Background: an optimization exercise with open tools, aiming at small area, a short achievable clock period and few clock cycles per item. Do not read the settings as production practice.
RTL that was checked went through simulation tests only; none was proved equivalent to the original.

## hmm_viterbi_decoder
module hmm_viterbi_decoder #(
  parameter int DATA_PREC       = 16,
  parameter int HIDDEN_STATES   = 4,
  parameter int OBSERVED_STATES = 4,
  parameter int OBSERVED_LEN    = 16,
  localparam int SW = (HIDDEN_STATES > 1) ? $clog2(HIDDEN_STATES) : 1,
  localparam int OW = (OBSERVED_STATES > 1) ? $clog2(OBSERVED_STATES) : 1
) (
  input  logic                 clk,
  input  logic                 rst,
  input  logic [HIDDEN_STATES*HIDDEN_STATES*DATA_PREC-1:0]   trans,
  input  logic [HIDDEN_STATES*OBSERVED_STATES*DATA_PREC-1:0] emm,
  input  logic [HIDDEN_STATES*DATA_PREC-1:0]                 stationary_distribution,
  input  logic                 in_valid,
  output logic                 in_ready,
  input  logic [OW-1:0]        in_obs,
  output logic                 out_valid,
  input  logic                 out_ready,
  output logic [SW-1:0]        out_state,
  output logic                 out_last,
  output logic [DATA_PREC-1:0] out_prob
);
Settings: LEC_CHECK=0, ABC_CLOCK_PERIOD_IN_PS=5500, CAP_MARGIN=5, CORE_MARGIN=2, CORE_UTILIZATION=40, SLEW_MARGIN=5, SYNTH_HIERARCHICAL=1; clock period 24.0 ns.
standard.sh (not shown) runs the stock make flow with config.mk's settings and CLKGATE_MAP_FILE= SYNTH_SCRIPT=/design/flow/synth_recipe.tcl, a recipe that flattens the netlist after the stock synthesis.
==> flow/flow/run.sh <==
#!/bin/bash
# Layout flow: the standard ORFS flow (standard.sh), with
#  - port buffers of the smallest plain buffer instead of the default delay buffer,
#  - repair_timing asked for extra setup slack so that the layout is sized for speed
#    (the clock and constraints are the design's; only the repair target changes).
set -euo pipefail
source flow/params.sh
bash standard.sh \
  "BUFFER_PORTS_ARGS=-buffer_cell sky130_fd_sc_hd__buf_1" \
  "SETUP_SLACK_MARGIN=${MARGIN}" \
  finish > flow_make.log 2>&1
==> flow/flow/params.sh <==
MARGIN=18.0
Testbench counts at the start, summed over its fixed seeds: cycles 28,672, sequences 256.
Next try:
Settings changed: ABC_AREA set to 1, CAP_MARGIN 5 to 20, SLEW_MARGIN 5 to 20.
Effect: The changed run passed the timing, design-rule and antenna checks. Core utilization came out lower by 1.3 points. Synthesized cell count came out higher by about 37%. Routed wire length came out lower by about 4%. Fmax came out higher by about 0.7%. Global-route usage came out lower by 1.9 points. Register-to-register slack gets better by 60 ps. Sequential cell count is unchanged. Die area came out higher by 3.5%. Design area came out higher by 0.40%.
Next try:
Settings changed: ABC_AREA 1 to unset.
Setup slack degrades by 45 ps.
Design area came out lower by about 0.6%.
Synthesized area came out lower by about 3.4%.
Global-route usage came out higher by 2.0 points.


hmm_viterbi_decoder, a different RTL version from the one above (not shown whole).
Size: ~390 flip-flops, about 600 I/O pins, roughly 0.048 mm2 of cells after synthesis.
// hmm_viterbi_decoder
module hmm_viterbi_decoder #(
  parameter int DATA_PREC       = 16,
  parameter int HIDDEN_STATES   = 4,
  parameter int OBSERVED_STATES = 4,
  parameter int OBSERVED_LEN    = 16,
  localparam int SW = (HIDDEN_STATES > 1) ? $clog2(HIDDEN_STATES) : 1,
  localparam int OW = (OBSERVED_STATES > 1) ? $clog2(OBSERVED_STATES) : 1
) (
  input  logic                 clk,
  input  logic                 rst,
  input  logic [HIDDEN_STATES*HIDDEN_STATES*DATA_PREC-1:0]   trans,
  input  logic [HIDDEN_STATES*OBSERVED_STATES*DATA_PREC-1:0] emm,
  input  logic [HIDDEN_STATES*DATA_PREC-1:0]                 stationary_distribution,
  input  logic                 in_valid,
  output logic                 in_ready,
  input  logic [OW-1:0]        in_obs,
  output logic                 out_valid,
  input  logic                 out_ready,
  output logic [SW-1:0]        out_state,
  output logic                 out_last,
  output logic [DATA_PREC-1:0] out_prob
);
Settings: LEC_CHECK=0, ABC_CLOCK_PERIOD_IN_PS=5500, CAP_MARGIN=20, CORE_MARGIN=2, CORE_UTILIZATION=50, CTS_CLUSTER_DIAMETER=120, CTS_CLUSTER_SIZE=16, SLEW_MARGIN=20, SYNTH_HIERARCHICAL=1; clock period 24.0 ns.
Scripts as last shown in full above: flow/flow/run.sh, flow/flow/params.sh
The baseline completed with no timing, DRC or antenna violations.
Testbench counts at the start, summed over its fixed seeds: cycles 28,672, sequences 256.
Then changed:
--- a/flow/config.mk
+++ b/flow/config.mk
@@ -11,3 +11,3 @@
-export CORE_UTILIZATION = 50
-export CTS_CLUSTER_DIAMETER = 120
-export CTS_CLUSTER_SIZE = 16
+export CORE_UTILIZATION = 40
+export CTS_CLUSTER_DIAMETER = 150
+export CTS_CLUSTER_SIZE = 20
Effect:
- The changed run completed with no timing, DRC or antenna violations
- clock-buffer cell count came out lower by 10
- synthesized area stays the same
- cell count rises by about 4.3%
- final area barely changes
- hold slack degrades by 0.036 ns
- worst setup slack gains 0.11 ns
- via count is about the same
- synthesized cell count is unchanged
- maximum frequency rose by 1.8%
Then changed:
--- a/flow/config.mk
+++ b/flow/config.mk
@@ -12,2 +12,2 @@
-export CTS_CLUSTER_DIAMETER = 150
-export CTS_CLUSTER_SIZE = 20
+export CTS_CLUSTER_DIAMETER = 120
+export CTS_CLUSTER_SIZE = 16
@@ -15,0 +16 @@
+export TNS_END_PERCENT = 30
The changed run passed the timing, design-rule and antenna checks.
Synthesized cell count stays the same.
Routed wire length barely changes.
Area after synthesis stays the same.
Flip-flop and latch count stays the same.
Hold slack is worse by 0.0085 ns.
Die area stays the same.
Register-to-register slack is better by 0.04 ns.
Cell count stays flat.
Critical path depth is unchanged.
Then changed:
--- a/flow/config.mk
+++ b/flow/config.mk
@@ -16 +15,0 @@
-export TNS_END_PERCENT = 30
Effect:
- The changed run ran to the end with no violations
- design area is about the same
- area after synthesis stays the same
- worst hold slack improved by 0.023 ns
- via count rose by 0.72%
- clock-buffer cell count rose by 3
- global-route usage rose by 0.16 points
- setup slack improved by 0.058 ns


build 20:
Another version of the RTL of hmm_viterbi_decoder (not shown whole).
Size: ~4,400 cells after synthesis, ~390 flip-flops, roughly 600 I/O pins, roughly 47,000 µm² of cells after synthesis.
clock: 24.0 ns
lec_check: 0
abc_clock_period_in_ps: 5500
cap_margin: 20
core_margin: 2
core_utilization: 40
slew_margin: 20
synth_hierarchical: 1
==> flow/flow/params.sh <==
MARGIN=18.5
Scripts as last shown in full above: flow/flow/run.sh
Looking at the reports, build 20 completed the entire flow and the layout it produced met the timing, design-rule and antenna checks.
Testbench counts of build 20, summed over its fixed seeds: cycles 28,672, sequences 256.
> inputs changed (build 20 -> trial 48)
==> flow/flow/params.sh <==
MARGIN=18.0
Findings:
- Trial 48 — summed area of non-filler cells in the final layout about 5.6% lower, build 20 as reference
- From build 20 to trial 48, maximum clock path buffer count did not move at all.


## lane 1
hmm_viterbi_decoder, a different RTL version from the one above (not shown whole).
Size: about 4700 cells after synthesis, about 390 flip-flops, ~600 I/O pins, roughly 49000 um2 of cells after synthesis.
Design hmm_viterbi_decoder, start of the top module:
module hmm_viterbi_decoder #(
  parameter int DATA_PREC       = 16,
  parameter int HIDDEN_STATES   = 4,
  parameter int OBSERVED_STATES = 4,
  parameter int OBSERVED_LEN    = 16,
  localparam int SW = (HIDDEN_STATES > 1) ? $clog2(HIDDEN_STATES) : 1,
  localparam int OW = (OBSERVED_STATES > 1) ? $clog2(OBSERVED_STATES) : 1
) (
  input  logic                 clk,
  input  logic                 rst,
  input  logic [HIDDEN_STATES*HIDDEN_STATES*DATA_PREC-1:0]   trans,
  input  logic [HIDDEN_STATES*OBSERVED_STATES*DATA_PREC-1:0] emm,
  input  logic [HIDDEN_STATES*DATA_PREC-1:0]                 stationary_distribution,
  input  logic                 in_valid,
  output logic                 in_ready,
  input  logic [OW-1:0]        in_obs,
  output logic                 out_valid,
  input  logic                 out_ready,
  output logic [SW-1:0]        out_state,
  output logic                 out_last,
  output logic [DATA_PREC-1:0] out_prob
);
==> flow/config.mk <==
export PLATFORM = sky130hd
export DESIGN_NAME = hmm_viterbi_decoder
export DESIGN_NICKNAME = hmm_viterbi_decoder
export VERILOG_FILES = /design/flow/design.v
export SDC_FILE = /design/flow/constraint.sdc
export NUM_CORES = 4
export LEC_CHECK = 0
export ABC_CLOCK_PERIOD_IN_PS = 5500
export CAP_MARGIN = 20
export CORE_MARGIN = 2
export CORE_UTILIZATION = 40
export SLEW_MARGIN = 20
export SYNTH_HIERARCHICAL = 1
==> flow/constraint.sdc <==
create_clock -name core_clock -period 24.0 [get_ports {clk}]
set_input_delay 4.8000 -clock core_clock [delete_from_list [all_inputs] [get_ports {clk}]]
set_output_delay 4.8000 -clock core_clock [all_outputs]
set_load 0.01 [all_outputs]
==> flow/flow/params.sh <==
MARGIN=18.0
Scripts as last shown in full above: flow/flow/run.sh
Edits applied to the flow inputs when going from lane 1 to lane 2:
Settings: setting CTS_CLUSTER_SIZE to 30 for the first time; setting CTS_CLUSTER_DIAMETER to 60 for the first time.
Notes after the runs:
- Between lane 1 and lane 2, flop-to-flop setup slack decreased.
- Per the comparison of lane 2 with lane 1, minimum hold slack increased by 0.0063 ns relative to the old numbers; global-route usage closely matched the old numbers.
- Wire length per cell (lower): lane 2
No functional check of the RTL was part of any run of this note.


hmm_viterbi_decoder with an RTL version that a note above also has.
Size: ~4500 cells after synthesis, roughly 390 flip-flops, ~600 I/O pins.
Settings: LEC_CHECK=0, ABC_CLOCK_PERIOD_IN_PS=5500, CAP_MARGIN=20, CORE_MARGIN=2, CORE_UTILIZATION=40, CTS_CLUSTER_DIAMETER=120, CTS_CLUSTER_SIZE=16, SLEW_MARGIN=20, SYNTH_HIERARCHICAL=1, TNS_END_PERCENT=10; clock period 24.0 ns.
Scripts as last shown in full above: flow/flow/run.sh, flow/flow/params.sh
The starting point went through all stages and came out clean.
Testbench counts at the start, summed over its fixed seeds: cycles 28,672, sequences 256.
Rerun with:
CTS_CLUSTER_DIAMETER = unset   (was 120)
CTS_CLUSTER_SIZE = unset   (was 16)
TNS_END_PERCENT = unset   (was 10)
Effect:
- die area does not change
- clock skew climbs by 0.057 ns
- cell count climbs by 0.82%
- synthesized area stays the same
- utilization climbs by 1.1 points
- worst setup slack degrades by 0.025 ns
- design area climbs by 2.4%

[what the ideal ports hide]
In the flow no input, the clock included, has a driving cell. The finished layouts below were timed again as built, in two steps.
Step 1: set_driving_cell puts a clkbuf_16 on clk and a buf_2 on each other input, an assumption about the parent block.
Step 2 times the ports against the registers' clock, not the clock port: input delays grow and output delays shrink by t, the midpoint of the rising clock arrivals with the driver on.
Three values: ideal ports, drivers, drivers and shift; two values: the first two.
run | t, ns | setup slack, ns | slew at the worst register clock pin (ns) | pins driven straight from the clock port
the first run of note 1 | 0.690 | 17.956 / 17.890 / 17.378 | 0.07 / 0.07 | 1
the second run of note 1 | 0.677 | 17.997 / 17.934 / 17.738 | 0.07 / 0.07 | 1
the third run of note 1 | 0.683 | 17.952 / 17.886 / 17.412 | 0.07 / 0.07 | 1
the first run of note 2 | 0.710 | 17.911 / 17.841 / 17.272 | 0.09 / 0.09 | 1
the second run of note 2 | 0.668 | 18.017 / 17.949 / 17.425 | 0.10 / 0.10 | 1
the third run of note 2 | 0.716 | 17.963 / 17.900 / 17.347 | 0.09 / 0.09 | 1
the fourth run of note 2 | 0.648 | 18.021 / 17.958 / 17.434 | 0.09 / 0.09 | 1
build 20 | 0.696 | 17.835 / 17.768 / 17.394 | 0.07 / 0.07 | 1
trial 48 | 0.689 | 17.801 / 17.738 / 17.387 | 0.07 / 0.07 | 1
lane 1 | 0.720 | 17.876 / 17.804 / 17.339 | 0.08 / 0.08 | 1
lane 2 | 0.715 | 17.846 / 17.776 / 17.396 | 0.09 / 0.09 | 1
the first run of note 5 | 0.716 | 17.972 / 17.909 / 17.339 | 0.09 / 0.09 | 1
the second run of note 5 | 0.707 | 17.947 / 17.882 / 17.369 | 0.07 / 0.07 | 1
After both steps every run listed still meets setup and hold. The setup slack of the first run of note 2, which loses most, moves by -0.070 ns with the drivers and by -0.639 ns with both steps.
